This design comes from an exercise in tuning for small area, a short achievable clock period and few clock cycles per item on the open sky130 flow, not from production work. In this exercise RTL edits were held to simulation tests only and were not proved equivalent to the original. Power figures rest on the tool's default switching activity, not on a simulated workload.

// display_test_pattern_generator
module display_test_pattern_generator (
  input  wire logic                           clk,
  input  wire logic                           rst_n,
  input  wire logic                           cfg_we,
  input  wire logic [dtpg_pkg::CFG_IDX_W-1:0] cfg_index,
  input  wire logic [dtpg_pkg::CFG_DAT_W-1:0] cfg_wdata,
  input  wire logic                           in_tvalid,
  output logic                                in_tready,
  input  wire logic [7:0]                     in_tdata,    
  output logic                                out_tvalid,
  input  wire logic                           out_tready,
  output logic [63:0]                         out_tdata,
  output logic                                out_tlast    
);
  logic           out_free, emit, emit_rst;
  dtpg_pkg::seq_t seq;
  dtpg_ctrl u_ctrl (
    .clk        (clk),
    .rst_n      (rst_n),
    .cfg_we     (cfg_we),
    .cfg_index  (cfg_index),
    .in_tvalid  (in_tvalid),
    .in_tready  (in_tready),
    .in_restart (in_tdata[0]),
    .out_free   (out_free),
    .emit       (emit),
    .emit_rst   (emit_rst),
    .seq        (seq)
  );
  ...
make LEC_CHECK=0 CAP_MARGIN=20 CORE_MARGIN=2 CORE_UTILIZATION=40 SETUP_SLACK_MARGIN=4.2 SLEW_MARGIN=20 TNS_END_PERCENT=5 finish   # period 7.5 ns
run.sh (not shown) runs the stock make flow with config.mk's settings and CLKGATE_MAP_FILE= SYNTH_SCRIPT=/design/flow/synth_recipe.tcl, a recipe that flattens the netlist after the stock synthesis.
The first run finished with timing, DRC and antenna clean.
Testbench counts at the start, summed over its fixed seeds: cycles 30,016, items 29,696.
==> next run, changes <==
--- a/flow/design.v
+++ b/flow/design.v
@@ -227,28 +227,30 @@
   end
   logic xsa_r, xsb_r, dbl_r;
   always_ff @(posedge clk) begin
     cnt_r <= cnt_n;
     {idle_r, qr_r, rp_r, rp2_r, norm_r, xs_r, addx_r} <= {idle_n, qr_n, rp_n, rp2_n, norm_n, xs_n, addx_n};
     xsa_r <= xs_n && cnt_n[0];
     xsb_r <= xs_n && !cnt_n[0];
     dbl_r <= qr_n || (xs_n && cnt_n[0]);
   end
+  logic [4:0] cnt_dec;
+  assign cnt_dec = cnt_r - 1'b1;
   always_comb begin
     seq.qr     = qr_r;
     seq.rp     = rp_r;
     seq.rp2    = rp2_r;
     seq.norm   = norm_r;
     seq.xs_a   = xsa_r;
     seq.xs_b   = xsb_r;
     seq.dbl    = dbl_r;
     seq.addx   = addx_r;
-    seq.bidx_n = cnt_n[4:1];
+    seq.bidx_n = norm_r ? 4'd10 : cnt_dec[4:1];
   end
 endmodule
 `default_nettype wire
 `default_nettype none
 import dtpg_pkg::*;
 module dtpg_dp (
   input  wire logic                  clk,
   input  wire logic                  rst_n,
   input  wire logic                  cfg_we,
@@ -292,19 +294,19 @@
         default:    ;
       endcase
     end
   end
   logic [BAR_CNT_W-1:0] bwm1;
   logic [COORD_W-1:0]   wm1_m7;
   assign wm1_m7 = wm1_r - 10'd7;
   always_ff @(posedge clk) bwm1 <= (wm1_r < 10'd7) ? '0 : wm1_m7[COORD_W-1:3];
   logic [COORD_W-1:0] x_r, y_r, x_n, y_n;
-  logic               eol_r, eof_r, last_r, fresh_r, valid_r;
+  logic               eol_r, eof_r, fresh_r, valid_r;
   logic               xbit_r, ybit_r;
   logic               upd, adv, kill, xbit, ybit;
   logic [COORD_W:0]   y_inc;
   logic               xwrap, ywrap;
   assign xbit  = xbit_r;
   assign ybit  = ybit_r;
   assign upd   = emit || cfg_we;
   assign adv   = upd && !fresh_r;      
   assign kill  = emit && emit_rst;     
@@ -346,27 +348,25 @@
     else if (seq.norm)       eof_n = ywrap ? h_is1 : xwrap ? eq_yp1 : eq_y;
     else                     eof_n = eq_y;
   end
   always_ff @(posedge clk) begin
     if (!rst_n) begin
       x_r     <= '0;
       y_r     <= '0;
       eol_r   <= 1'b0;
       eof_r   <= 1'b0;
-      last_r  <= 1'b0;
       fresh_r <= 1'b1;
       valid_r <= 1'b0;
     end else begin
       x_r   <= x_n;
       y_r   <= y_n;
       eol_r  <= eol_n;
       eof_r  <= eof_n;
-      last_r <= eol_n && eof_n;
       if (cfg_we)     fresh_r <= 1'b1;
       else if (emit)  fresh_r <= 1'b0;
       if (emit)            valid_r <= 1'b1;
       else if (out_tready) valid_r <= 1'b0;
     end
   end
   always_ff @(posedge clk) begin
     xbit_r <= (seq.bidx_n < 4'd10) && x_r[seq.bidx_n];
     ybit_r <= (seq.bidx_n < 4'd10) && y_r[seq.bidx_n];
@@ -444,19 +444,19 @@
     is_solid = !is_grad && !is_bar;
     pal      = dtpg_pkg::bar_color(bq_r);
     color    = ({COLOR_W{is_grad}}  & {rq[7:3], gq[7:2], ~rq[7:3]}) |
                ({COLOR_W{is_bar}}   & pal) |
                ({COLOR_W{is_solid}} & solid_r);
   end
   assign out_free   = !valid_r || out_tready;
   assign out_tvalid = valid_r;
   assign out_tdata  = {7'd0, addr_r, y_r, x_r, color};
-  assign out_tlast  = last_r;
+  assign out_tlast  = eol_r && eof_r;
 endmodule
 `default_nettype wire
 `default_nettype none
 import dtpg_pkg::*;
 module display_test_pattern_generator (
   input  wire logic                           clk,
   input  wire logic                           rst_n,
   input  wire logic                           cfg_we,
   input  wire logic [dtpg_pkg::CFG_IDX_W-1:0] cfg_index,
What happened:
- The new run finished with timing, DRC and antenna clean
- power came out higher by 1.1%
- die area increases by 0.86%
- worst setup slack gains 0.060 ns
- clock-buffer cell count goes down by 11
- cell area is higher by 1.6%
- maximum frequency increases by 1.8%
- wire length went up by 5.2%
- clock power drops by about 9%
- synthesized cell count went up by 0.48%
- final cell count rises by 1.7%
- via count rose by 2.8%
Testbench counts after the change, summed over its fixed seeds: cycles 30,016, items 29,696.

[static timing again, ports no longer ideal]
No port has a modelled driver above. Below, the same layouts with a new extraction and two added sets of constraints. Step 1 assumes that a clkbuf_16 drives the clock port and a buf_2 every other input. Step 2 moves the port delays by t, midway between the first and last clock arrival at a register: inputs arrive t later, outputs are due t later. That takes back most of the time a late clock gives input paths. Slacks: ideal ports / drivers / drivers and shift; pairs: ideal ports / drivers.
run | t (ns) | setup WS [ns] | worst hold slack (ns)
the first run | 0.621 | 4.051 / 3.998 / 3.469 | 0.463 / 0.463 / 0.463
the second run | 0.619 | 4.111 / 4.054 / 3.560 | 0.473 / 0.473 / 0.473
After both steps setup and hold are still met in every run listed. The setup slack of the first run, which loses most, moves by -0.053 ns with the drivers and by -0.582 ns with both steps.
